From an optimization exercise on the open Yosys and OpenROAD flow, aimed at small area and a short achievable clock period; shortcuts taken in it are not production practice.
At most, simulation tests tie the RTL to the original design; equivalence was not proved.
Power is estimated from default activity; no workload was simulated.

== P ==
==> flow/design.v (excerpt) <==
module ray_issue_arbiter #(
  parameter int unsigned H_DISP      = 1280,
  parameter int unsigned V_DISP      = 720,
  parameter int unsigned W           = 16,
  parameter int unsigned CNT_W       = 5,
  parameter int unsigned ADDR_W      = 20,
  parameter int unsigned SCALE_SHIFT = 7,
  parameter int unsigned INFL_W      = 12
) (
  input  logic                clk,
  input  logic                rst,
  input  logic                frame_start,
  output logic                frame_busy,
  output logic                frame_done,
  input  logic [3*W-1:0]      cam_pos,
  input  logic [3*W-1:0]      vp_origin,
  input  logic [3*W-1:0]      vp_u,
  input  logic [3*W-1:0]      vp_v,
  input  logic                rec_valid,
  output logic                rec_ready,
  input  logic [3*W-1:0]      rec_pos,
  input  logic [3*W-1:0]      rec_slope,
  input  logic [CNT_W-1:0]    rec_cnt,
  input  logic [ADDR_W-1:0]   rec_addr,
  input  logic                retire,
  output logic                out_valid,
  input  logic                out_ready,
  output logic [3*W-1:0]      out_pos,
  output logic [3*W-1:0]      out_slope,
  output logic [CNT_W-1:0]    out_cnt,
  output logic [ADDR_W-1:0]   out_addr
);
Size: ~2600 cells after synthesis, about 440 I/O pins, ~28000 sq um of cells after synthesis.
export LEC_CHECK = 0
export CAP_MARGIN = 20
export CORE_MARGIN = 2
export CORE_UTILIZATION = 40
export CTS_BUF_LIST = sky130_fd_sc_hd__clkbuf_4
export SETUP_SLACK_MARGIN = 5
export SLEW_MARGIN = 20
create_clock -name core_clock -period 10.0 [get_ports {clk}]
standard.sh (not shown) runs the stock make flow with config.mk's settings and CLKGATE_MAP_FILE= SYNTH_SCRIPT=/design/flow/synth_recipe.tcl, a recipe that flattens the netlist after the stock synthesis.
==> flow/flow/run.sh <==
#!/bin/bash
set -euo pipefail
bash standard.sh BUFFER_PORTS_ARGS="-buffer_cell sky130_fd_sc_hd__buf_1" SETUP_SLACK_MARGIN=5.6 CTS_ARGS="-sink_clustering_enable -repair_clock_nets -buf_list sky130_fd_sc_hd__clkbuf_8 -dont_use_dummy_load -sink_clustering_size 20 -sink_clustering_max_diameter 60" finish > flow_make.log 2>&1
P ran to completion and came out clean on the timing, DRC and antenna checks.
Here is what was changed in the inputs of Q compared with P.
==> flow/flow/run.sh <==
#!/bin/bash
set -euo pipefail
bash standard.sh BUFFER_PORTS_ARGS="-buffer_cell sky130_fd_sc_hd__buf_1" SETUP_SLACK_MARGIN=6.5 finish > flow_make.log 2>&1
## What came out
P → Q: overall global routing resource usage climbed 1.8 points; clock-cell share of area climbed 2.4 points; count of fill cells added during filler insertion dropped 485; global-route wire length before repair climbed 9200 microns; relative area change from synthesis to final layout climbed 20 points.
Input-level comparison between R and Q:
Settings: CORE_UTILIZATION now 70, was 40.
==> flow/flow/run.sh <==
#!/bin/bash
set -euo pipefail
bash standard.sh BUFFER_PORTS_ARGS="-buffer_cell sky130_fd_sc_hd__buf_1" SETUP_SLACK_MARGIN=5.6 CTS_ARGS="-sink_clustering_enable -repair_clock_nets -buf_list sky130_fd_sc_hd__clkbuf_4 -dont_use_dummy_load -sink_clustering_size 10 -sink_clustering_max_diameter 35" finish > flow_make.log 2>&1
Notes after the runs:
In the metrics for R and Q, the one carrying the lower count of inserted antenna diode cells is Q.
On ratio of final minimum period to clock period, R and Q are neck and neck.
R ends up with a transition time of the tightest slew-check pin that is 160 ps higher than in Q.
When R is measured against Q, its fraction of met2 tracks used by global routing turns out 20 points higher.
Detailed-placement wirelength estimate, R and Q: higher on Q
Compared with Q, R shows a lower routed wire length.
Max-slew headroom at the worst pin: higher on Q
The sequential share of layout area in R was higher than what Q gave.
Of R and Q, R shows the higher share of the final layout cell area in multi-input gates, with Q below it.
Q was larger in final cell area than R.
Horizontal die dimension (Q / R): 1.3
The following lists how S was set up differently from R:
Settings: CORE_UTILIZATION: 70 -> 40.
==> flow/flow/run.sh <==
#!/bin/bash
set -euo pipefail
bash standard.sh BUFFER_PORTS_ARGS="-buffer_cell sky130_fd_sc_hd__buf_1" SETUP_SLACK_MARGIN=5.6 CTS_ARGS="-sink_clustering_enable -repair_clock_nets -buf_list sky130_fd_sc_hd__clkbuf_4 -dont_use_dummy_load" finish > flow_make.log 2>&1
Results
Sequential cell area share, S and R: higher on R
On global-route usage: S sits below R.
Largest stage delay on the critical path, S and R, lower one = S.
Of S and R, it is S that has the higher total power draw.
Relative to R, count of clock-buffer cells in the layout has increased by about 50% in S.
Re maximum vdd ir drop: S is about 34% down on R.
On initial antenna violation count: between S and R, it ends up lower for R.

* * *

ray_issue_arbiter, a different RTL version from the one above (not shown whole).
For scale: roughly 2,600 cells after synthesis, roughly 450 flip-flops, about 29,000 sq um of cells after synthesis.
==> flow/config.mk <==
export PLATFORM = sky130hd
export DESIGN_NAME = ray_issue_arbiter
export DESIGN_NICKNAME = ray_issue_arbiter
export VERILOG_FILES = /design/flow/design.v
export SDC_FILE = /design/flow/constraint.sdc
export NUM_CORES = 4
export LEC_CHECK = 0
export CAP_MARGIN = 20
export CORE_MARGIN = 2
export CORE_UTILIZATION = 40
export SETUP_SLACK_MARGIN = 5
export SLEW_MARGIN = 20
==> flow/constraint.sdc <==
create_clock -name core_clock -period 10.0 [get_ports {clk}]
set_input_delay 2.0000 -clock core_clock [delete_from_list [all_inputs] [get_ports {clk}]]
set_output_delay 2.0000 -clock core_clock [all_outputs]
set_load 0.01 [all_outputs]
==> flow/flow/run.sh <==
#!/bin/bash
set -euo pipefail
bash standard.sh BUFFER_PORTS_ARGS="-buffer_cell sky130_fd_sc_hd__buf_1" finish > flow_make.log 2>&1
Edit:
--- a/flow/config.mk
+++ b/flow/config.mk
@@ -10,2 +10,3 @@
 export CORE_UTILIZATION = 40
+export CTS_BUF_LIST = sky130_fd_sc_hd__clkbuf_8
 export SETUP_SLACK_MARGIN = 5
Final cell count grows by 1.3%.
Sequential cell count is unchanged.
Worst setup slack got worse by 0.095 ns.
Power shrinks by 1.9%.
Die area is unchanged.
Edit:
--- a/flow/config.mk
+++ b/flow/config.mk
@@ -10,3 +10,3 @@
 export CORE_UTILIZATION = 40
-export CTS_BUF_LIST = sky130_fd_sc_hd__clkbuf_8
+export CTS_BUF_LIST = sky130_fd_sc_hd__clkbuf_4
 export SETUP_SLACK_MARGIN = 5
Outcome:
- The new run finished with timing, DRC and antenna clean
- via count rose by 2.1%
- power barely changes
- critical path depth rose by 8
- first-iteration DRC count rose by 1.1%
- die area is unchanged
- final area barely changes
- register-to-register slack stays flat
- wire length stays flat
Function was not checked in any run of this note: the RTL went through the layout flow alone.

* * *

Setup of alpha:
ray_issue_arbiter, a different RTL version from the one above (not shown whole).
Size in the first run: ~450 flip-flops, about 440 I/O pins.
export LEC_CHECK = 0
export CAP_MARGIN = 20
export CORE_MARGIN = 2
export CORE_UTILIZATION = 40
export SETUP_SLACK_MARGIN = 4.5
export SLEW_MARGIN = 20
create_clock -name core_clock -period 10.0 [get_ports {clk}]
run.sh (not shown) runs the stock make flow with config.mk's settings and CLKGATE_MAP_FILE= SYNTH_SCRIPT=/design/flow/synth_recipe.tcl, a recipe that flattens the netlist after the stock synthesis.
Stock flow here: none of the scripts above is used.
Edits applied to the flow inputs when going from alpha to beta:
- clearing SETUP_SLACK_MARGIN, which used to be 4.5
Notes after the runs:
- Of the two candidates, alpha has the better worst setup timing slack at the placement stage and beta the worse one.
- Final critical-path share of the clock period was lower in the run labelled alpha.
- beta ends up with higher register fraction of the total cell area than alpha does.
- Delta (beta minus alpha): largest net degree at the start of global routing saw an increase, post-synthesis net count saw little to no change, final cell count saw little to no change.
- A capturing instance or port of the critical path of g_axis[2].row_q[22]$_DFFE_PP_ is what alpha shows, while inflight_q[11]$_DFFE_PN0P_ belongs to beta.
No functional check of the RTL was part of any run of this note.

* * *

== the previous run ==
Another version of the RTL of ray_issue_arbiter (not shown whole).
Size: roughly 2500 cells after synthesis, roughly 450 flip-flops, about 440 I/O pins.
// ray_issue_arbiter
module ray_issue_arbiter #(
  parameter int unsigned H_DISP      = 1280,
  parameter int unsigned V_DISP      = 720,
  parameter int unsigned W           = 16,
  parameter int unsigned CNT_W       = 5,
  parameter int unsigned ADDR_W      = 20,
  parameter int unsigned SCALE_SHIFT = 7,
  parameter int unsigned INFL_W      = 12
) (
  input  logic                clk,
  input  logic                rst,
  input  logic                frame_start,
  output logic                frame_busy,
  output logic                frame_done,
  input  logic [3*W-1:0]      cam_pos,
  input  logic [3*W-1:0]      vp_origin,
  input  logic [3*W-1:0]      vp_u,
  input  logic [3*W-1:0]      vp_v,
  input  logic                rec_valid,
  output logic                rec_ready,
  input  logic [3*W-1:0]      rec_pos,
  input  logic [3*W-1:0]      rec_slope,
  input  logic [CNT_W-1:0]    rec_cnt,
  input  logic [ADDR_W-1:0]   rec_addr,
  input  logic                retire,
  output logic                out_valid,
  input  logic                out_ready,
  output logic [3*W-1:0]      out_pos,
  output logic [3*W-1:0]      out_slope,
  output logic [CNT_W-1:0]    out_cnt,
  output logic [ADDR_W-1:0]   out_addr
);
  localparam int unsigned XW = (H_DISP > 1) ? $clog2(H_DISP) : 1;
  localparam int unsigned AW = W + SCALE_SHIFT;    
  localparam int unsigned VW = 3 * W;
  localparam int unsigned V3 = AW - 3;
  localparam int unsigned LAST_ADDR = H_DISP * V_DISP - 1;
  typedef enum logic [1:0] {
    IDLE  = 2'd0,
    SCAN  = 2'd1,
    DRAIN = 2'd2
  ...
clock: 10.0 ns
lec_check: 0
cap_margin: 20
core_margin: 2
core_utilization: 55
cts_buf_list: sky130_fd_sc_hd__clkbuf_4
setup_slack_margin: 5
slew_margin: 20
synth_hierarchical: 1
synth_minimum_keep_size: 0
standard.sh (not shown) runs the stock make flow with config.mk's settings and CLKGATE_MAP_FILE= SYNTH_SCRIPT=/design/flow/synth_recipe.tcl, a recipe that flattens the netlist after the stock synthesis.
==> flow/flow/run.sh <==
#!/bin/bash
set -euo pipefail
bash standard.sh BUFFER_PORTS_ARGS="-buffer_cell sky130_fd_sc_hd__buf_1" SETUP_SLACK_MARGIN=5.6 CTS_ARGS="-sink_clustering_enable -repair_clock_nets -buf_list sky130_fd_sc_hd__clkbuf_4 -dont_use_dummy_load -sink_clustering_size 10 -sink_clustering_max_diameter 35" finish > flow_make.log 2>&1
The previous run has completed all stages; timing, DRC and antenna checks passed.
Modified inputs, the current run compared to the previous run
-- flow/config.mk --
<<< the previous run, line 10
export CORE_UTILIZATION = 55
>>> the current run, line 10
export CORE_UTILIZATION = 40
In summary, the current run completed successfully, with a layout that passed the timing, DRC and antenna checks. Instance count on the critical path, the current run and the previous run, higher one = the previous run. | flip-flop and latch count | the current run vs the previous run | ≈ equal |. [compare] base=the previous run new=the current run: multi-input gate share of the layout cell area dropped 0.48 points; met3 track demand over resource in global routing dropped 2.6 points; final design utilization dropped 16 points; relative contribution of the clock network to total power climbed 1.1 points; global-route track usage on met2 dropped 12 points.
No functional check of the RTL was part of any run of this note.

## afterwards: timing with drivers on the ports
In the flow no input, the clock included, has a driving cell. The finished layouts below were timed again as built, in two steps.
Step 1: set_driving_cell puts a clkbuf_16 on clk and a buf_2 on each other input, an assumption about the parent block.
Step 2 adds t to the input delays and takes it off the output delays; t is the mean of the earliest and latest rising clock arrival at the registers after step 1. Input paths then give back, and output paths get back, about the clock's delay inside the block.
Three values: ideal, step 1, step 2; two values: the first two.
run	shift t [ns]	setup slack, ns	worst setup path after step 2	slew at the worst register clock pin (ns)
P	0.694	5.566 / 5.522 / 5.032	input to register	0.13 / 0.13
Q	0.981	5.556 / 5.514 / 5.299	input to register	0.09 / 0.09
R	0.892	5.547 / 5.505 / 4.892	input to register	0.11 / 0.11
S	1.010	5.585 / 5.541 / 4.801	input to register	0.07 / 0.07
the first run of note 2	0.662	5.214 / 5.181 / 4.744	input to register	0.06 / 0.06
the second run of note 2	0.726	5.119 / 5.086 / 4.609	input to register	0.07 / 0.07
the third run of note 2	0.984	5.330 / 5.330 / 4.390	input to register	0.08 / 0.08
alpha	0.675	4.640 / 4.674 / 3.998	input to register	0.07 / 0.07
beta	0.675	3.530 / 3.561 / 2.885	input to register	0.06 / 0.06
the previous run	0.903	5.449 / 5.401 / 4.750	input to register	0.12 / 0.12
the current run	0.919	5.478 / 5.443 / 4.665	input to register	0.10 / 0.10
After both steps setup and hold are still met in every run listed. For the third run of note 2, which loses most, drivers alone change the setup slack by 0.000 ns; drivers and shift together by -0.940 ns.
